From an optimization exercise on the open Yosys and OpenROAD flow, aimed at small area, a short achievable clock period and few clock cycles; shortcuts taken in it are not production practice. In this exercise RTL edits were held to simulation tests only and were not proved equivalent to the original. Power and IR drop assume default switching activity.

==> flow/design.v <==
`default_nettype none
package cpuPkg;
    localparam int xlen = 32;
    localparam int regAddrWidth = 5;
    typedef logic [xlen-1:0] wordT;
    typedef logic [regAddrWidth-1:0] regAddrT;
    localparam logic [6:0] opOp     = 7'b0110011;
    localparam logic [6:0] opOpImm  = 7'b0010011;
    localparam logic [6:0] opLoad   = 7'b0000011;
    localparam logic [6:0] opStore  = 7'b0100011;
    localparam logic [6:0] opBranch = 7'b1100011;
    localparam logic [6:0] opLui    = 7'b0110111;
    localparam logic [2:0] f3Word   = 3'b010;
    localparam logic [2:0] f3Beq    = 3'b000;
    localparam logic [6:0] f7Alt    = 7'b0100000;
endpackage
`default_nettype wire
`timescale 1ns/10ps
`default_nettype none
module regFile (
    input  wire logic            clk,
    input  wire cpuPkg::regAddrT rs1,
    input  wire cpuPkg::regAddrT rs2,
    input  wire cpuPkg::regAddrT rd,
    input  wire logic            regWrite,
    input  wire cpuPkg::wordT    writeData,
    output cpuPkg::wordT         readDataA,
    output cpuPkg::wordT         readDataB
);
    cpuPkg::wordT regs [1:31];
    always_ff @(posedge clk) begin
        for (int i = 1; i < 32; i++) begin
            if (regWrite && (rd == i)) regs[i] <= writeData;
        end
    end
    always_comb begin
        readDataA = '0;
        readDataB = '0;
        for (int i = 1; i < 32; i++) begin
            readDataA = readDataA | ({32{rs1 == i}} & regs[i]);
            readDataB = readDataB | ({32{rs2 == i}} & regs[i]);
        end
    end
endmodule
`default_nettype wire
`timescale 1ns/10ps
`default_nettype none
module instrDecode (
    input  wire cpuPkg::wordT instr,
    output cpuPkg::regAddrT   rs1,
    output cpuPkg::regAddrT   rs2,
    output cpuPkg::regAddrT   rd,
    output logic              isLui,
    output logic              isImm,
    output logic              isLoad,
    output logic              isStore,
    output logic              isBeq,
    output logic              alwaysTaken,  
    output logic              usesRs1,
    output logic              usesRs2,
    output logic              aluWrite,    
    output logic              loadWrite,   
    output cpuPkg::wordT      immAlu,      
    output logic [11:0]       immAddr,     
    output logic [12:0]       immB,        
    output logic              sub,
    output logic              selAdd,
    output logic              selSlt,
    output logic              selSltu,
    output logic              selXor,
    output logic              selOr,
    output logic              selAnd,
    output logic              selShift,
    output logic              shLeft,
    output logic              shArith
);
    logic [6:0] opcode, funct7;
    logic [2:0] funct3;
    logic isOp, isAlu, rdNz, alt;
    assign opcode = instr[6:0];
    assign rd     = instr[11:7];
    assign funct3 = instr[14:12];
    assign rs1    = instr[19:15];
    assign rs2    = instr[24:20];
    assign funct7 = instr[31:25];
    assign isOp    = (opcode == cpuPkg::opOp);
    assign isImm   = (opcode == cpuPkg::opOpImm);
    assign isLui   = (opcode == cpuPkg::opLui);
    assign isLoad  = (opcode == cpuPkg::opLoad)   && (funct3 == cpuPkg::f3Word);
    assign isStore = (opcode == cpuPkg::opStore)  && (funct3 == cpuPkg::f3Word);
    assign isBeq   = (opcode == cpuPkg::opBranch) && (funct3 == cpuPkg::f3Beq);
    assign isAlu   = isOp || isImm;
    assign alwaysTaken = isBeq && (rs1 == rs2);
    assign usesRs1 = isAlu || isLoad || isStore || isBeq;
    assign usesRs2 = isOp || isStore || isBeq;
    assign rdNz    = (rd != '0);
    assign alt     = (funct7 == cpuPkg::f7Alt);
    assign aluWrite  = (isAlu || isLui) && rdNz;
    assign loadWrite = isLoad && rdNz;
    assign immAlu = isLui ? {instr[31:12], 12'b0} : {{20{instr[31]}}, instr[31:20]};
    assign immB   = {instr[31], instr[7], instr[30:25], instr[11:8], 1'b0};
    assign immAddr = isStore ? {instr[31:25], instr[11:7]} : instr[31:20];
    assign sub      = isAlu && ((funct3 == 3'b010) || (funct3 == 3'b011) ||
                                (isOp && funct3 == 3'b000 && alt));
    assign selAdd   = isLui || (funct3 == 3'b000);
    assign selSlt   = !isLui && (funct3 == 3'b010);
    assign selSltu  = !isLui && (funct3 == 3'b011);
    assign selXor   = !isLui && (funct3 == 3'b100);
    assign selOr    = !isLui && (funct3 == 3'b110);
    assign selAnd   = !isLui && (funct3 == 3'b111);
    assign selShift = !isLui && (funct3[1:0] == 2'b01);
    assign shLeft   = !funct3[2];
    assign shArith  = alt;
endmodule
`default_nettype wire
`timescale 1ns/10ps
`default_nettype none
module alu (
    input  wire cpuPkg::wordT a,
    input  wire cpuPkg::wordT b,
    input  wire logic sub,        
    input  wire logic selAdd,
    input  wire logic selSlt,
    input  wire logic selSltu,
    input  wire logic selXor,
    input  wire logic selOr,
    input  wire logic selAnd,
    input  wire logic selShift,
    input  wire logic shLeft,
    input  wire logic shArith,
    input  wire logic selLoad,    
    input  wire cpuPkg::wordT loadData,
    output cpuPkg::wordT result
);
    cpuPkg::wordT bx, sum, shIn, shOut, shRev;
    logic [33:0] wide;
    logic [32:0] shWide;
    logic carry, lt, ltu;
    assign bx    = sub ? ~b : b;
    assign wide  = {1'b0, a, 1'b1} + {1'b0, bx, sub};
    assign sum   = wide[32:1];
    assign carry = wide[33];
    assign ltu   = ~carry;
    assign lt    = (a[31] ^ b[31]) ? a[31] : sum[31];
    always_comb begin
        for (int i = 0; i < 32; i++) shIn[i] = shLeft ? a[31-i] : a[i];
    end
    assign shWide = $signed({shArith & a[31], shIn}) >>> b[4:0];
    assign shOut  = shWide[31:0];
    always_comb begin
        for (int i = 0; i < 32; i++) shRev[i] = shLeft ? shOut[31-i] : shOut[i];
    end
    assign result = ({32{selAdd}}   & sum)
                  | ({32{selSlt}}   & {31'b0, lt})
                  | ({32{selSltu}}  & {31'b0, ltu})
                  | ({32{selXor}}   & (a ^ b))
                  | ({32{selOr}}    & (a | b))
                  | ({32{selAnd}}   & (a & b))
                  | ({32{selShift}} & shRev)
                  | ({32{selLoad}}  & loadData);
endmodule
`default_nettype wire
`timescale 1ns/10ps
`default_nettype none
module controlFsm (
    input  wire logic clk,
    input  wire logic reset,
    input  wire logic eMem,         
    input  wire logic eTaken,       
    input  wire logic hazard,       
    input  wire logic wConflict,    
    input  wire logic alwaysTaken,  
    input  wire logic predictNow,   
    output logic      busFetch,     
    output logic      iValid,       
    output logic      iRedirect,    
    output logic      iPredicted,   
    output logic      mispredict,   
    output logic      overflow,     
    output logic      bValid,       
    output logic      bLoad,        
    output logic      bLoadData,    
    output logic      dValid,       
    output logic      dLoad,        
    output logic      dLoadData,    
    output logic      overflowPc,   
    output logic      dFromBuf,     
    output logic      advance       
);
    logic arriveNext, dFree, iKeep, bNext, dNext;
    assign iRedirect  = iValid && alwaysTaken && !iPredicted && !eTaken && !eMem;
    assign mispredict = iValid && iPredicted && !alwaysTaken && !eTaken;
    assign advance    = dValid && !eTaken && !hazard && !wConflict;
    assign dFree      = !dValid || advance;
    assign iKeep      = iValid && !eTaken && !iRedirect && !(iPredicted && alwaysTaken);
    assign dFromBuf   = bValid;
    assign dLoad      = dFree && (bValid || iKeep);
    assign dLoadData  = !dValid || !(hazard || wConflict);
    assign bLoadData  = !(bValid && !dLoadData);
    assign overflowPc = iValid && bValid && !dLoadData;
    assign bLoad      = iKeep && (bValid || !dFree) && !(bValid && !dFree);
    assign overflow   = iKeep && bValid && !dFree;
    assign arriveNext = busFetch && !eTaken && !iRedirect && !overflow && !mispredict;
    assign dNext      = !eTaken && (dLoad || (dValid && !advance));
    assign bNext      = !eTaken && (bLoad || (bValid && !dFree));
    always_ff @(posedge clk or posedge reset) begin
        if (reset) begin
            busFetch <= 1'b1;
            iValid   <= 1'b0;
            iPredicted <= 1'b0;
            bValid   <= 1'b0;
            dValid   <= 1'b0;
        end else begin
            busFetch <= !eMem;
            iValid   <= arriveNext;
            iPredicted <= predictNow;
            bValid   <= bNext;
            dValid   <= dNext;
        end
    end
endmodule
`default_nettype wire
`timescale 1ns/10ps
`default_nettype none
module cpuCore (
    input  wire logic clk,
    input  wire logic reset,
    input  wire cpuPkg::wordT memReadData,
    output cpuPkg::wordT      memAddress,
    output cpuPkg::wordT      memWriteData,
    output logic      memWrite
);
    typedef logic [11:2] pcT;
    function automatic cpuPkg::wordT byteSwap(input cpuPkg::wordT word);
        byteSwap = {word[7:0], word[15:8], word[23:16], word[31:24]};
    endfunction
    cpuPkg::wordT addrQ;          
    logic         writeQ;         
    cpuPkg::wordT wdataQ;         
    pcT           savedPc;        
    pcT           iPc;            
    cpuPkg::wordT bIr;            
    pcT           bPc;
    logic         btValid;        
    pcT           btPc, btTarget;
    cpuPkg::wordT dIr;            
    pcT           dPc;
    logic eAluWrite, eLoadWrite, eLoad, eStore, eBeq;
    logic eSub, eSelAdd, eSelSlt, eSelSltu, eSelXor, eSelOr, eSelAnd;
    logic eSelShift, eShLeft, eShArith;
    cpuPkg::regAddrT eRd;
    cpuPkg::wordT eA, eB;
    pcT           eTarget;
    logic [11:0] eImm;
    logic mLoadWrite, wLoad;
    cpuPkg::regAddrT mRd, wRd;
    assign memAddress   = addrQ;
    assign memWrite     = writeQ;
    assign memWriteData = wdataQ;
    logic eMem, eTaken, regWrite;
    cpuPkg::wordT addrSum, aluResult, loadWord, writeData;
    cpuPkg::regAddrT writeRd;
    assign eMem    = eLoad || eStore;
    assign eTaken  = eBeq && (eA == eB);
    assign addrSum = eA + {{20{eImm[11]}}, eImm};
    assign loadWord  = byteSwap(memReadData);
    assign regWrite  = eAluWrite || wLoad;
    assign writeRd   = wLoad ? wRd : eRd;
    assign writeData = aluResult;
    alu aluInst (
        .a(eA), .b(eB), .sub(eSub),
        .selAdd(eSelAdd), .selSlt(eSelSlt), .selSltu(eSelSltu),
        .selXor(eSelXor), .selOr(eSelOr), .selAnd(eSelAnd),
        .selShift(eSelShift), .shLeft(eShLeft), .shArith(eShArith),
        .selLoad(wLoad), .loadData(loadWord),
        .result(aluResult)
    );
    logic busFetch, iValid, iRedirect, overflow, bValid, bLoad, dValid, dLoad, dFromBuf;
    logic bLoadData, dLoadData, overflowPc;
    logic advance, hazard, wConflict, iAlwaysTaken, iPredicted, mispredict, btHit;
    logic [12:0] iImmB;
    pcT iTarget;
    assign iAlwaysTaken = (loadWord[6:0] == cpuPkg::opBranch) &&
                          (loadWord[14:12] == cpuPkg::f3Beq) &&
                          (loadWord[19:15] == loadWord[24:20]);
    assign iImmB   = {loadWord[31], loadWord[7], loadWord[30:25], loadWord[11:8], 1'b0};
    assign iTarget = iPc + iImmB[11:2];
    cpuPkg::wordT readA, readB, immAlu, opA, opB;
    cpuPkg::regAddrT rs1, rs2, rd;
    logic isLui, isImm, isLoad, isStore, isBeq, alwaysTaken, usesRs1, usesRs2;
    logic aluWrite, loadWrite;
    logic sub, selAdd, selSlt, selSltu, selXor, selOr, selAnd, selShift, shLeft, shArith;
    logic [11:0] immAddr;
    logic [12:0] immB;
    assign hazard = dValid && eLoadWrite &&
                    ((usesRs1 && (rs1 == eRd)) || (usesRs2 && (rs2 == eRd)));
    assign wConflict = mLoadWrite;
    controlFsm controlFsmInst (
        .clk(clk), .reset(reset), .eMem(eMem), .eTaken(eTaken),
        .hazard(hazard), .wConflict(wConflict), .alwaysTaken(iAlwaysTaken),
        .predictNow(btHit), .iPredicted(iPredicted), .mispredict(mispredict),
        .busFetch(busFetch), .iValid(iValid), .iRedirect(iRedirect), .overflow(overflow),
        .bValid(bValid), .bLoad(bLoad), .dValid(dValid), .dLoad(dLoad), .dFromBuf(dFromBuf),
        .bLoadData(bLoadData), .dLoadData(dLoadData), .overflowPc(overflowPc),
        .advance(advance)
    );
    instrDecode instrDecodeInst (
        .instr(dIr), .rs1(rs1), .rs2(rs2), .rd(rd),
        .isLui(isLui), .isImm(isImm), .isLoad(isLoad), .isStore(isStore), .isBeq(isBeq),
        .alwaysTaken(alwaysTaken), .usesRs1(usesRs1), .usesRs2(usesRs2),
        .aluWrite(aluWrite), .loadWrite(loadWrite), .immAlu(immAlu), .immAddr(immAddr),
        .immB(immB),
        .sub(sub), .selAdd(selAdd), .selSlt(selSlt), .selSltu(selSltu),
        .selXor(selXor), .selOr(selOr), .selAnd(selAnd), .selShift(selShift),
        .shLeft(shLeft), .shArith(shArith)
    );
    regFile regFileInst (
        .clk(clk), .rs1(rs1), .rs2(rs2), .rd(writeRd),
        .regWrite(regWrite), .writeData(writeData),
        .readDataA(readA), .readDataB(readB)
    );
    always_comb begin
        opA = (regWrite && (writeRd == rs1)) ? writeData : readA;
        opB = (regWrite && (writeRd == rs2)) ? writeData : readB;
    end
    pcT fetchPc, seqPc, restPc, nextPc;
    assign fetchPc = addrQ[11:2];
    assign btHit   = busFetch && btValid && (fetchPc == btPc);
    always_comb begin
        if (!busFetch)   seqPc = savedPc;
        else if (btHit)  seqPc = btTarget;
        else             seqPc = fetchPc + 10'd1;
    end
    always_comb begin
        if (eTaken)          restPc = eTarget;
        else if (overflowPc) restPc = iPc;
        else if (mispredict) restPc = iPc + 10'd1;
        else                 restPc = seqPc;
    end
    assign nextPc = iRedirect ? iTarget : restPc;
    always_ff @(posedge clk or posedge reset) begin
        if (reset) begin
            addrQ[11:2] <= '0;
            writeQ      <= 1'b0;
            eAluWrite   <= 1'b0;
            eLoadWrite  <= 1'b0;
            eLoad       <= 1'b0;
            eStore      <= 1'b0;
            eBeq        <= 1'b0;
            mLoadWrite  <= 1'b0;
            wLoad       <= 1'b0;
            btValid     <= 1'b0;
        end else begin
            if (iValid && iAlwaysTaken) btValid <= 1'b1;
            else if (mispredict) btValid <= 1'b0;
            addrQ[11:2] <= iRedirect ? iTarget : eMem ? addrSum[11:2] : restPc;
            writeQ      <= eStore;
            eAluWrite   <= advance && aluWrite;
            eLoadWrite  <= advance && loadWrite;
            eLoad       <= advance && isLoad;
            eStore      <= advance && isStore;
            eBeq        <= advance && isBeq;
            mLoadWrite  <= eLoadWrite;
            wLoad       <= mLoadWrite && !(eAluWrite && (eRd == mRd));
        end
    end
    always_ff @(posedge clk) begin
        addrQ[31:12] <= addrSum[31:12];
        addrQ[1:0]   <= addrSum[1:0];
        wdataQ  <= byteSwap(eB);
        savedPc <= nextPc;
        iPc     <= fetchPc;
        if (iValid && iAlwaysTaken) begin
            btPc     <= iPc;
            btTarget <= iTarget;
        end
        if (bLoadData) begin
            bIr <= loadWord;
            bPc <= iPc;
        end
        if (dLoadData) begin
            dIr <= dFromBuf ? bIr : loadWord;
            dPc <= dFromBuf ? bPc : iPc;
        end
        eA <= isLui ? '0 : opA;
        eB <= (isImm || isLui) ? immAlu : opB;
        eTarget <= dPc + immB[11:2];
        eImm <= immAddr;
        eRd  <= rd;
        mRd  <= eRd;
        wRd  <= mRd;
        eSub      <= sub;
        eSelAdd   <= advance && selAdd;
        eSelSlt   <= advance && selSlt;
        eSelSltu  <= advance && selSltu;
        eSelXor   <= advance && selXor;
        eSelOr    <= advance && selOr;
        eSelAnd   <= advance && selAnd;
        eSelShift <= advance && selShift;
        eShLeft   <= shLeft;
        eShArith  <= shArith;
    end
endmodule
`default_nettype wire
==> flow/flow/run.sh <==
#!/bin/bash
# The standard layout (standard.sh, unchanged synthesis and steps), with
# the timing repair aimed past the clock period so that the layout has setup
# slack to spare. Tool output goes to standard.log and ORFS's own logs.
set -euo pipefail
export SETUP_SLACK_MARGIN=7.2
bash standard.sh > standard.log 2>&1
==> flow/standard.sh <==
#!/bin/bash
# synth_recipe.tcl (not shown) runs the flow's synth.tcl, then flattens the netlist and writes it again
# the make line also repeats each setting of config.mk as NAME=value (left out here)
make -C /OpenROAD-flow-scripts/flow DESIGN_CONFIG=/design/flow/config.mk WORK_HOME=/design/flow/orfs CLKGATE_MAP_FILE= SYNTH_SCRIPT=/design/flow/synth_recipe.tcl "${@:-finish}"
==> flow/config.mk <==
export PLATFORM = sky130hd
export DESIGN_NAME = cpuCore
export DESIGN_NICKNAME = cpuCore
export VERILOG_FILES = /design/flow/design.v
export SDC_FILE = /design/flow/constraint.sdc
export NUM_CORES = 4
export LEC_CHECK = 0
export ABC_CLOCK_PERIOD_IN_PS = 4000
export CAP_MARGIN = 20
export CORE_MARGIN = 2
export CORE_UTILIZATION = 40
export CTS_BUF_LIST = sky130_fd_sc_hd__clkbuf_8
export CTS_CLUSTER_DIAMETER = 60
export CTS_CLUSTER_SIZE = 16
export SLEW_MARGIN = 20
==> flow/constraint.sdc <==
create_clock -name core_clock -period 11.0 [get_ports {clk}]
set_input_delay 2.2000 -clock core_clock [delete_from_list [all_inputs] [get_ports {clk}]]
set_output_delay 2.2000 -clock core_clock [all_outputs]
set_load 0.01 [all_outputs]
==> summary.md, run 1 <==
| Metric | Value |
|---|---|
| Root buf cell | `clkbuf_8` |
| Final #Nets | `slightly below 5000` |
| Clock share of power | `about a quarter` |
| #FFs+latches synth | `between 1000 and 1500` |
| Register area | `37300 µm²` |
| Synth Flop Type | `edfxtp_1` |
| Period minus WS final | `3.93 ns` |
| Vias per cell | `7.54` |
| Crit. Startpoint | `eSub` |
| Setup TNS Final | `0 ns` |
| Top post-synthesis cells by area | `edfxtp_1 54%, dfxtp_1 6.1%, a221oi_1 4.4%, a22o_1 4.2%, a22oi_1 4.1%` |
| First-pass GRT wire length | `396000 µm` |
| Die Y | `slightly below 400 µm` |
| Syn avg cell area | `13.2 µm²` |
| Yosys cell types | `88` |
| Worst setup endpoint | `regFileInst.regs[20][28]` |
| Vias in the first global route | `48171` |
| Outcome | `timing/DRC/antenna clean` |
| Async SR Flop Fraction | `under 10%` |
| Crit path required time | `11.74 ns` |
| Crit path largest cell delay | `0.45 ns` |
| Sequential power share | `51.1%` |
| Area of the multi-input gates | `23500 µm²` |
| Worst-path clk slew | `0.11 ns` |
| DRC viols | `0` |
| Max Root-Sink Buffers | `3` |
| Initial antenna violation count | `22` |
| RR Endpoint | `regFileInst.regs[20][28]` |
| Sw Pwr | `3970 µW` |
| Register area share after synthesis | `61.3%` |
| Total gr overflow | `0` |
| Gate Count Post-Synth | `4592` |
| Area Growth Syn to Fin | `14.3%` |
| CP Cell Sequence | `buf_12, buf_12, xor2_1, ha_1, a211oi_4, o21ai_2, nand4_1, a21oi_2, a311oi_4, o211ai_1, buf_4, buf_6, buf_6, a2111o_1, o311ai_4, buf_12, a21o_4` |
| DRT Pass-1 Iters | `15` |
| Peak VDD IR | `between 0.1 and 0.15 mV` |
| Routed vias | `~52000` |
| Post-DP HPWL | `~170000 µm` |
| Site Rows | `roughly 140` |
| Count leader, synth | `edfxtp_1` |
| Power Dens Cells | `175 nW/µm²` |
| Synth top area share | `54.2%` |
| CTS tree | `yes` |
| Internal power | `8150 µW` |
| MaxCap Viol Count | `0` |
| Slew @ Worst Pin | `around 1.2 ns` |
| Avg WL per Cell | `43.2 µm` |
| Port Buf Inserts | `98` |
| HP Class | `reg -> reg` |
| Fmax | `254 MHz` |
| Switch share | `between 30% and 40%` |
| Crit path DAT | `4.67 ns` |
| Hold Vio Cnt, Final | `0` |
| Worst Setup Start Kind | `flop` |
| Die footprint | `155000 µm²` |
| Core area | `150000 µm²` |
| 1st-iter DRT viols | `11361` |
| CTS Buf Count | `108` |
| Synth area leader | `edfxtp_1` |
| Mapped Area | `60700 µm²` |
| Initial Util | `40.4%` |
| Worst slew margin | `a little under 20%` |
| Number of synthesized flops with an enable pin | `1096` |
| Share of cells above drive strength 1 | `18.0%` |
| Yosys Warn Count | `5` |
| Clk sinks | `1305` |
| Ports | `99` |
| RSZ-0062 raised after global routing | `true` |
| Slew Limit Fails | `0` |
| Final Core Density | `46.1%` |
| Worst-path fanout max | `8` |
| Filler Cells Inserted | `between 10000 and 15000` |
| Setup crit end kind | `flop` |
| Largest net degree at the start of global routing | `48` |
| CP max stage cell | `a2111o_1` |
| R2R Setup Slk | `7.07 ns` |
| Placer Congestion | `0.991` |
| Worst skew pair latency | `approximately 0.95 ns` |
| Crit path top cell by count | `buf_12` |
| Chip Width | `394 µm` |
| # setup viols final | `0` |
| Leak Pwr | `0.0237 µW` |
| Setup Crit Path Kind | `reg -> reg` |
| Routed Antenna Nets | `0` |
| Gr usage total | `36.6%` |
| Worst-case reg-to-reg path depth | `17` |
| Total nets after synthesis | `4776` |
| Logic pwr share | `23.9%` |
| Final WL | `around 300000 µm` |
| Final period utilization | `35.8%` |
| Top post-synthesis cells by count | `1096 x edfxtp_1, 335 x a22oi_1, 303 x a221oi_1` |
| Worst-case clock skew | `around 0.083 ns` |
| Hold_buf cts | `0` |
| CTS H-tree lvls | `3` |
| Worst r2r src | `eSub` |
## logic make-up (layout without fill, tap and decap cells)
logic type / Yosys count / in the layout / share of synthesized area, %
compound gates: 1538 / 1541 / 19.7
flops: 1305 / 1305 / 61.3
simple gates: 824 / 830 / 6.81
buf+inv: 441 / 681 / 2.84
mux: 188 / 188 / 4.13
fa+ha+maj: 151 / 151 / 3.15
xor+xnor: 145 / 145 / 2.09
other cells: 0 / 9 / 0
## sequential cells by signal, indices dropped and copies added (netlist names), 10 cells and up
name              cells
regFileInst.regs    992
addrQ                32
bIr                  32
dIr                  32
eA                   32
eB                   32
wdataQ               32
eImm                 12
bPc                  10
btPc                 10
btTarget             10
dPc                  10
eTarget              10
iPc                  10
savedPc              10
## through the flow
step           instance area, µm²  cells  hold WS, ns  total power, µW  setup WS, ns
6_report                    69400   6866        0.366            12100          7.07
5_1_grt                     69300   6859        0.371            12400          7.01
4_1_cts                     68300   6794        0.367            11800          7.19
3_5_place_dp                65200   6565        0.354             8800          5.60
3_3_place_gp                65100   6563        0.354             8780          5.70
2_1_floorplan               60900   4592        0.329             7660          6.90
## cell type report
| cell class | instances | area share (%) |
|---|---|---|
| clock buffer | 113 | 2.24 |
| clock inverter | 62 | 0.996 |
| multi-input combinational | 2855 | 33.9 |
| tap | 2016 | 3.64 |
| inverter | 128 | 0.740 |
| antenna | 9 | 0.0325 |
| timing repair inverter | 4 | 0.0433 |
| sequential | 1305 | 53.8 |
| timing repair buffer | 374 | 4.69 |
## worst max-delay path, delay by kind of cell (launching register included)
family	cells	cell delay (ns)
xor+xnor	1	0.16
fa+ha+maj	1	0.37
compound gates	8	1.78
flops	1	0.40
buf+inv	6	0.88
simple gates	1	0.13
## worst min path at each step
stage               endpoint  slack, ns   start  depth (start not counted)
global route          wRd[0]       0.37  mRd[0]                          0
finish                wRd[4]       0.37  mRd[4]                          0
global placement      wRd[2]       0.35  mRd[2]                          0
CTS                   wRd[4]       0.37  mRd[4]                          0
floorplan             mRd[0]       0.33  eRd[0]                          0
detailed placement    wRd[4]       0.35  mRd[4]                          0
## power by group through the flow
stage	Sequential, µW	Clock (µW)	Combinational [µW]
2_1_floorplan	6160	0	1500
6_report	6190	3030	2900
4_1_cts	6180	3010	2650
3_3_place_gp	6320	0	2460
3_5_place_dp	6320	0	2470
5_1_grt	6200	3180	3030
## routing by layer
| metal | wire length (µm) | vias to the layer above | GRT usage (%) |
|---|---|---|---|
| met2 | 120000 | 5566 | 52.4 |
| met5 | 419 | - | 0.616 |
| met3 | 48900 | 1796 | 15.9 |
| met1 | 97100 | 25071 | 43.4 |
| li1 | - | 19274 | - |
| met4 | 30300 | 30 | 27.5 |
## cells in the final DEF (no fill, tap or decap), types with 130 or more instances in the layout
| cell | instances |
|---|---|
| dfxtp_1 | 157 |
| inv_1 | 130 |
| a22o_1 | 293 |
| edfxtp_1 | 1096 |
| nand4_1 | 166 |
| a221oi_1 | 299 |
| nand2_1 | 142 |
| ha_1 | 140 |
| a22oi_1 | 335 |
| buf_4 | 240 |
## what timing repair did
| action | 4_1_cts | 5_1_grt |
|---|---|---|
| setup buffers | 43 | 58 |
| resized for setup | 261 | 115 |
| endpoints found under the hold margin | 0 | 0 |
| pin swaps | 20 | 47 |
| setup endpoints to repair | 991 | 459 |
| cloned | 11 | 4 |
Testbench counts, summed over its fixed seeds: cycles 29,376.
==> run 2: changes to the inputs <==
--- a/flow/config.mk
+++ b/flow/config.mk
@@ -9,7 +9,7 @@
 export CAP_MARGIN = 20
 export CORE_MARGIN = 2
-export CORE_UTILIZATION = 40
+export CORE_UTILIZATION = 50
 export CTS_BUF_LIST = sky130_fd_sc_hd__clkbuf_8
-export CTS_CLUSTER_DIAMETER = 60
-export CTS_CLUSTER_SIZE = 16
+export CTS_CLUSTER_DIAMETER = 50
+export CTS_CLUSTER_SIZE = 14
 export SLEW_MARGIN = 20
==> run 2 against run 1 <==
- still clean on timing, DRC and antenna
- register-to-register slack better by 0.02 ns
- critical path depth down 8
- global-route usage up 8.2 points
- total power up 2.3%
- largest cell class unchanged
==> summary.md, run 2 <==
| Metric | Value |
|---|---|
| Outcome | `timing/DRC/antenna clean` |
| Worst Path Buf+Inv | `1 (-5)` |
| Filler Cells Inserted | `9866 (-26%)` |
| Area Growth Syn to Fin | `13.7%` |
| Commonest cells after routing, fill and taps aside | `1096 x edfxtp_1, 335 x a22oi_1, 302 x a221oi_1` |
| # setup viols final | `0 (unchanged)` |
| 1st-iter DRT viols | `11806 (+3.9%)` |
| Overall power | `12400 µW (+2.3%)` |
| Peak VDD IR | `0.134 mV (+29%)` |
| Setup Crit Path Kind | `reg -> reg` |
| Synth area leader | `edfxtp_1` |
| Die Y | `352 µm (-10%)` |
| MaxCap Viol Count | `0 (unchanged)` |
| Crit path top cell by count | `nand3_1` |
| Slew @ Worst Pin | `1.31 ns (+0.109 ns)` |
| Chip Width | `352 µm (-10%)` |
| Avg WL per Cell | `44.4 µm (+2.8%)` |
| Worst skew pair latency | `0.90 ns (-0.05 ns)` |
| #FFs+latches synth | `1305 (unchanged)` |
| Synth Flop Type | `edfxtp_1` |
| Worst Setup Start Kind | `flop` |
| Routed vias | `51925 (+0.36%)` |
| Site Rows | `127 (-11%)` |
| Setup crit end kind | `flop` |
| Vias in the first global route | `47549 (-1.3%)` |
| Worst-case clock skew | `0.0462 ns (-0.0370 ns)` |
| Worst-path fanout max | `24 (+16)` |
| Clk sinks | `1305 (unchanged)` |
| CTS tree | `yes` |
| Gr usage total | `44.8% (+8.2 points)` |
| Gate Count Post-Synth | `4592 (unchanged)` |
| Cell family with most CP delay | `simple AND/OR/NAND/NOR gates` |
| Yosys Warn Count | `5 (unchanged)` |
| Post-DP HPWL | `159000 µm (-3.8%)` |
| Register area share after synthesis | `61.3% (unchanged)` |
| Power Dens Cells | `180 nW/µm² (+2.8%)` |
| Final Core Density | `57.4% (+11 points)` |
| Final WL | `289000 µm (-2.8%)` |
| Fmax | `256 MHz (+0.62%)` |
| Largest register FFs | `992 (unchanged)` |
| Core area | `120000 µm² (-20%)` |
| CTS H-tree lvls | `4 (+1)` |
| Largest Register | `regFileInst.regs` |
| Placer Congestion | `0.973 (-1.8%)` |
| DRC viols | `0 (unchanged)` |
| First-pass GRT wire length | `386000 µm (-2.5%)` |
| Vias per cell | `8.00 (+6.1%)` |
| Slew Limit Fails | `0 (unchanged)` |
| Setup TNS Final | `0 ns (unchanged)` |
| Share of cells above drive strength 1 | `17.5% (-0.49 points)` |
| Placement Setup Slack | `5.60 ns (-0.00163 ns)` |
| Syn avg cell area | `13.2 µm² (unchanged)` |
| Register area | `37300 µm² (about the same)` |
| Total gr overflow | `0 (unchanged)` |
| Leak Pwr | `0.0238 µW (+0.61%)` |
| Hold Vio Cnt, Final | `0 (unchanged)` |
| Routed Antenna Nets | `0 (unchanged)` |
| Period minus WS final | `3.91 ns (-0.0244 ns)` |
| Synth top area share | `54.2% (unchanged)` |
| Initial Util | `50.5% (+10 points)` |
| Yosys cell types | `88 (unchanged)` |
| Ports | `99 (unchanged)` |
| Die footprint | `124000 µm² (-20%)` |
| Area of the multi-input gates | `23300 µm² (-0.97%)` |
| RSZ-0062 raised after global routing | `true` |
| CP max stage cell | `edfxtp_1` |
| Top post-synthesis cells by area | `edfxtp_1 54%, dfxtp_1 6.1%, a221oi_1 4.4%, a22o_1 4.2%, a22oi_1 4.1%` |
| Commonest non-fill, non-tap cell in the layout | `edfxtp_1` |
| DRT Pass-1 Iters | `10 (-5)` |
| Worst slew margin | `11.7% (-7.8 points)` |
| Worst-path clk slew | `0.09 ns (-0.02 ns)` |
| Crit path largest cell delay | `0.79 ns (+0.34 ns)` |
| Largest net degree at the start of global routing | `48 (unchanged)` |
| Async SR Flop Fraction | `1.84% (unchanged)` |
| Mapped Area | `60700 µm² (unchanged)` |
| Setup ws final | `7.09 ns (+0.0244 ns)` |
| Initial antenna violation count | `18 (-18%)` |
| Top post-synthesis cells by count | `1096 x edfxtp_1, 335 x a22oi_1, 303 x a221oi_1` |
| Root buf cell | `clkbuf_8` |
| Total nets after synthesis | `4776 (unchanged)` |
| Final #Nets | `4953 (-0.14%)` |
| Max Root-Sink Buffers | `3 (unchanged)` |
| Final period utilization | `35.5% (-0.22 points)` |
| Count leader, synth | `edfxtp_1` |
| CTS Buf Count | `139 (+29%)` |
| HP Class | `reg -> reg` |
| Number of synthesized flops with an enable pin | `1096 (unchanged)` |
| Crit path DAT | `4.74 ns (+0.07 ns)` |
| Port Buf Inserts | `98 (unchanged)` |
| Crit path required time | `11.83 ns (+0.09 ns)` |
| CP Cell Sequence | `nand3_1, nor2_4, buf_4, a22oi_1, nand4_1, nor4_1, nand3_1, o211ai_1, nand2_1` |
-- run 2: cell types whose count changed in the layout (fill, tap and decap cells not counted), moves of 7 or more --
| cell | delta |
|---|---|
| buf_4 | -34 |
| clkbuf_8 | +28 |
| clkinv_2 | +14 |
| clkinvlp_4 | +12 |
| dfxtp_1 | +12 |
| dfxtp_2 | -12 |
| clkbuf_2 | +8 |
| clkinv_1 | +8 |
| dlymetal6s2s_1 | +8 |
| clkdlybuf4s15_2 | -7 |
-- run 2: path summary, 6_finish.rpt --
check,slack (ns),end,depth (start not counted),startpoint
setup / recovery,7.09,eB[4],9,dIr[21]
hold / removal,0.37,wRd[3],0,mRd[3]
setup reg to reg,7.09,eB[4],9,dIr[21]
hold reg to reg,0.37,wRd[3],0,mRd[3]
max in group asynchronous,8.95,controlFsmInst.busFetch,3,reset
min in group asynchronous,1.70,btValid,3,reset
-- run 2: layout make-up --
cell class	instances	area share, %
Tap cell	1612	2.92
Antenna cell	12	0.0435
Inverter	128	0.749
Sequential cell	1305	54.0
Clock inverter	99	1.31
Multi-Input combinational cell	2852	33.7
Timing Repair inverter	6	0.0653
Clock buffer	142	2.83
Timing Repair Buffer	337	4.35
-- run 2: power by group --
group	total [µW]	internal [µW]	leakage [µW]	switching [µW]
registers	6170	5880	0.0119	291
logic	2820	1030	0.0104	1790
clock network	3400	1480	0.00151	1920
-- run 2: metrics by stage --
stage,instances,instance area [µm²],hold WS (ns)
2_1_floorplan,4592,60900,0.329
3_3_place_gp,6151,64600,0.353
3_5_place_dp,6152,64600,0.357
4_1_cts,6441,68300,0.374
5_1_grt,6482,69000,0.384
6_report,6493,69000,0.368
-- run 2: kinds of logic (layout without fill, tap and decap cells) --
group	after synthesis	in the layout	synth area share, %
and+or+nand+nor	824	826	6.81
other	0	12	0
muxes	188	188	4.13
buffers and inverters	441	712	2.84
AOI/OAI and AO/OA	1538	1542	19.7
xor gates and xnor gates	145	145	2.09
adders and majority gates	151	151	3.15
DFF	1305	1305	61.3
-- run 2: routing by layer --
metal | share of wire, % | vias up | global-route usage [%] | wire length [µm]
met4 | 9.0 | 20 | 30.0 | 25900
met5 | 0.13 | - | 0.538 | 368
met3 | 18 | 1770 | 21.5 | 50600
li1 | - | 19311 | - | -
met1 | 33 | 25018 | 55.1 | 96300
met2 | 40 | 5806 | 62.4 | 115000
-- run 2: what timing repair did --
action                                  CTS  global route
setup buffers                            39            34
pin swaps                                17            30
cloned                                    9             6
resized for setup                       201           101
hold buffers                              0             0
endpoints found under the setup margin  956           462
hold endpoints to repair                  0             0
-- run 2: worst reg2reg max path, cell delays in order, from the launching register on --
cell and delay, ns:
edfxtp_1 0.79, nand3_1 0.52, nor2_4 0.73, buf_4 0.68, a22oi_1 0.18, nand4_1 0.16
nor4_1 0.07, nand3_1 0.45, o211ai_1 0.17, nand2_1 0.12
==> run 3: changes to the inputs <==
--- a/flow/flow/run.sh
+++ b/flow/flow/run.sh
@@ -4,4 +4,4 @@
 # slack to spare. Tool output goes to standard.log and ORFS's own logs.
 set -euo pipefail
-export SETUP_SLACK_MARGIN=7.2
+export SETUP_SLACK_MARGIN=7.35
 bash standard.sh > standard.log 2>&1
--- a/flow/config.mk
+++ b/flow/config.mk
@@ -9,7 +9,7 @@
 export CAP_MARGIN = 20
 export CORE_MARGIN = 2
-export CORE_UTILIZATION = 50
-export CTS_BUF_LIST = sky130_fd_sc_hd__clkbuf_8
-export CTS_CLUSTER_DIAMETER = 50
-export CTS_CLUSTER_SIZE = 14
+export CORE_UTILIZATION = 40
+export CTS_BUF_LIST = sky130_fd_sc_hd__clkbuf_16
+export CTS_CLUSTER_DIAMETER = 70
+export CTS_CLUSTER_SIZE = 24
 export SLEW_MARGIN = 20
==> run 3 against run 2 <==
- critical path depth rose by 1
- via count rose by 1.2%
- sequential power barely moved
- sequential share of layout area fell by 1.7 points
- final area rose by 3.3%
- flip-flop and latch count did not move
- total power rose by 6.0%
- synthesized cell count did not move
- global-route usage fell by 7.6 points
- clock skew rose by 0.0060 ns
- worst setup slack improved by 0.097 ns
- largest cell class unchanged
- highest routed layer unchanged
==> summary.md, run 3 <==
| Metric | Value |
|---|---|
| Outcome | `timing/DRC/antenna clean` |
| Ports | `99 (unchanged)` |
| Count leader, synth | `edfxtp_1` |
| Synth area leader | `edfxtp_1` |
| Largest register FFs | `992 (unchanged)` |
| Commonest non-fill, non-tap cell in the layout | `edfxtp_1` |
| Vias in the first global route | `48185 (+1.3%)` |
| CTS tree | `yes` |
| Hold WS | `0.363 ns (-0.00465 ns)` |
| Number of synthesized flops with an enable pin | `1096 (unchanged)` |
| Period minus WS final | `3.81 ns (-0.0972 ns)` |
| Placement Setup Slack | `5.63 ns (+0.0264 ns)` |
| Port Buf Inserts | `98 (unchanged)` |
| Crit path largest cell delay | `0.79 ns (about the same)` |
| Total nets after synthesis | `4776 (unchanged)` |
| Crit path DAT | `4.53 ns (-0.21 ns)` |
| # setup viols final | `0 (unchanged)` |
| Crit. Startpoint | `dIr[23]` |
| Core area | `150000 µm² (+25%)` |
| Peak VDD IR | `0.159 mV (+19%)` |
| Commonest cells after routing, fill and taps aside | `1096 x edfxtp_1, 335 x a22oi_1, 297 x a221oi_1` |
| Async SR Flop Fraction | `1.84% (unchanged)` |
| Final WL | `302000 µm (+4.8%)` |
| Fmax | `262 MHz (+2.5%)` |
| 1st-iter DRT viols | `12730 (+7.8%)` |
| CP max stage cell | `nor2_4` |
| Setup ws final | `7.19 ns (+0.0972 ns)` |
| Site Rows | `142 (+12%)` |
| Die Y | `394 µm (+12%)` |
| Worst-case clock skew | `0.0522 ns (+0.00598 ns)` |
| Hold_buf cts | `0 (unchanged)` |
| Worst-path clk slew | `0.10 ns (about the same)` |
| Initial Util | `40.4% (-10 points)` |
| Sequential power share | `47.0% (-2.8 points)` |
| Chip Width | `394 µm (+12%)` |
| Leak Pwr | `0.0244 µW (+2.6%)` |
| Largest net degree at the start of global routing | `47 (-2.1%)` |
| Cell family with most CP delay | `simple AND/OR/NAND/NOR gates` |
| Worst r2r src | `dIr[23]` |
| RSZ-0062 raised after global routing | `true` |
| Setup Crit Path Kind | `reg -> reg` |
| Top post-synthesis cells by count | `1096 x edfxtp_1, 335 x a22oi_1, 303 x a221oi_1` |
| MaxCap Viol Count | `0 (unchanged)` |
| Avg WL per Cell | `43.8 µm (-1.5%)` |
| Largest Register | `regFileInst.regs` |
| Switch share | `32.8% (+0.43 points)` |
| Clk sinks | `1305 (unchanged)` |
| Max Root-Sink Buffers | `3 (unchanged)` |
| Syn avg cell area | `13.2 µm² (unchanged)` |
| Hold Vio Cnt, Final | `0 (unchanged)` |
| DRT Pass-1 Iters | `14 (+4)` |
| Yosys Warn Count | `5 (unchanged)` |
| Register area share after synthesis | `61.3% (unchanged)` |
| Area Growth Syn to Fin | `17.4%` |
| Total gr overflow | `0 (unchanged)` |
| Final period utilization | `34.7% (-0.88 points)` |
| Setup crit end kind | `flop` |
| CTS H-tree lvls | `3 (-1)` |
| Root buf cell | `clkbuf_16` |
| Overall power | `13100 µW (+6.0%)` |
| Gate Count Post-Synth | `4592 (unchanged)` |
| Gr usage total | `37.2% (-7.6 points)` |
| Sw Pwr | `4300 µW (+7.4%)` |
| Crit path required time | `11.72 ns (-0.11 ns)` |
| Post-DP HPWL | `167000 µm (+4.6%)` |
| Die footprint | `155000 µm² (+25%)` |
| Slew @ Worst Pin | `1.24 ns (-0.0679 ns)` |
| Worst Setup Start Kind | `flop` |
| Synth Flop Type | `edfxtp_1` |
| First-pass GRT wire length | `401000 µm (+3.9%)` |
| Final Core Density | `47.4% (-10 points)` |
| Worst-path fanout max | `23 (-4.2%)` |
| Crit path top cell by count | `buf_4` |
| Worst slew margin | `16.7% (+5.0 points)` |
| Logic pwr share | `23.2% (+0.4 points)` |
| Share of cells above drive strength 1 | `19.9% (+2.4 points)` |
| Top post-synthesis cells by area | `edfxtp_1 54%, dfxtp_1 6.1%, a221oi_1 4.4%, a22o_1 4.2%, a22oi_1 4.1%` |
| Hold path startpoint | `mRd[1]` |
| CP Cell Sequence | `buf_4, or2_2, nor2_4, buf_6, a221oi_1, nand4_1, o31ai_1, buf_4, a21oi_1, a211o_1` |
| #FFs+latches synth | `1305 (unchanged)` |
| Setup TNS Final | `0 ns (unchanged)` |
| Worst Path Buf+Inv | `3 (+2)` |
| Slew Limit Fails | `0 (unchanged)` |
| Routed Antenna Nets | `0 (unchanged)` |
| Placer Congestion | `1.01 (+3.6%)` |
| Clock share of power | `29.8% (+2.4 points)` |
| DRC viols | `0 (unchanged)` |
| Worst skew pair latency | `0.79 ns (-0.11 ns)` |
| Yosys cell types | `88 (unchanged)` |
| Power Dens Cells | `184 nW/µm² (+2.6%)` |
| Final #Nets | `4988 (+0.71%)` |
| Vias per cell | `7.61 (-4.8%)` |
| Routed vias | `52573 (+1.2%)` |
| Synth top area share | `54.2% (unchanged)` |
| Internal power | `8840 µW (+5.3%)` |
| CTS Buf Count | `91 (-35%)` |
| Initial antenna violation count | `11 (-7)` |
| Mapped Area | `60700 µm² (unchanged)` |
| HP Class | `reg -> reg` |
## run 3: changes by cell type in the layout (fill, tap and decap cells not counted), moves of 9 or more
cell,previous run,this run
dfxtp_1,169,157
buf_4,206,279
clkbuf_16,2,94
buf_6,10,19
a21oi_1,109,99
a21oi_2,7,16
inv_1,133,116
ha_1,144,135
clkbuf_8,142,0
clkinv_2,15,5
## run 3: power by group through the flow
stage                     Clock (µW)  Combinational, µW  Sequential, µW
after global routing            4080               3170            6180
final                           3910               3050            6170
after floorplan                    0               1510            6160
after global placement             0               2480            6300
after detailed placement           0               2500            6300
after CTS                       3900               2770            6160
## run 3: worst paths after layout
path / end / slack [ns] / cells after the start
max: eB[14] / 7.19 / 10
min: wRd[1] / 0.36 / 0
max reg2reg: eB[14] / 7.19 / 10
min reg2reg: wRd[1] / 0.36 / 0
max in group asynchronous: controlFsmInst.busFetch / 8.85 / 3
min in group asynchronous: writeQ / 1.81 / 3
## run 3: cells by family (layout without fill, tap and decap cells)
group / Yosys count / after routing / share of synthesized area, %
adders and majority gates: 151 / 151 / 3.15
DFF: 1305 / 1305 / 61.3
AOI/OAI and AO/OA: 1538 / 1544 / 19.7
other: 0 / 12 / 0
xor gates and xnor gates: 145 / 145 / 2.09
buffers and inverters: 441 / 717 / 2.84
muxes: 188 / 188 / 4.13
and+or+nand+nor: 824 / 830 / 6.81
## run 3: area by class of cell
cell class,instances,area (µm²)
repair buffers,413,3560
well taps,2016,2520
multi-input cells,2858,23900
inverters,128,523
diodes,12,30.0
fillers,13197,79000
clock inverters,77,1110
clock buffers,92,2300
flip-flops and latches,1305,37300
repair inverters,7,52.6
## run 3: stage by stage
stage               std cells  instance area (µm²)
finish                   6908                71300
global route             6896                71200
CTS                      6824                70100
detailed placement       6564                65200
global placement         6563                65200
floorplan                4592                60900
## run 3: worst reg2reg max path, stage by stage (launching register included)
cell,delay (ns)
edfxtp_1,0.54
buf_4,0.22
or2_2,0.47
nor2_4,0.80
buf_6,0.58
a221oi_1,0.19
nand4_1,0.13
o31ai_1,0.08
buf_4,0.23
a21oi_1,0.38
a211o_1,0.16
## run 3: layer usage
layer / global-route usage (%) / wire length, µm
met5: 0.985 / 511
met4: 27.3 / 29700
met3: 18.6 / 52200
met2: 52.3 / 122000
met1: 43.7 / 98200
## run 3: repair_timing
action                     4_1_cts  5_1_grt
resized for setup              331      148
pin swaps                       64       61
setup buffers                   73       63
setup endpoints to repair     1155      613
cloned                          18        8

==> afterwards: timing with drivers on the ports <==
The results above use ideal ports. As a check the final layouts listed here were re-extracted and re-timed, cells and wires unchanged.
Step 1 (the two cells are an assumption about what drives the block):
set clk [get_ports {clk}]
set_driving_cell -lib_cell sky130_fd_sc_hd__clkbuf_16 $clk
set_driving_cell -lib_cell sky130_fd_sc_hd__buf_2 [delete_from_list [all_inputs] $clk]
Step 2 moves the port delays by t, midway between the first and last clock arrival at a register: inputs arrive t later, outputs are due t later. That takes back most of the time a late clock gives input paths.
a / b / c = no drivers / after step 1 / after step 2; a / b = the first two.
run | t, ns | setup slack, ns | clock arrival spread, ns | cell pins on the clock port's net
run 1 | 0.989 | 7.066 / 7.066 / 6.329 | 0.085 / 0.086 | 1
run 2 | 0.951 | 7.090 / 7.090 / 6.436 | 0.049 / 0.050 | 1
run 3 | 0.842 | 7.188 / 7.188 / 6.462 | 0.058 / 0.058 | 1
After both steps every run listed still meets setup and hold. The setup slack of run 1, which loses most, moves by 0.000 ns with the drivers and by -0.737 ns with both steps.
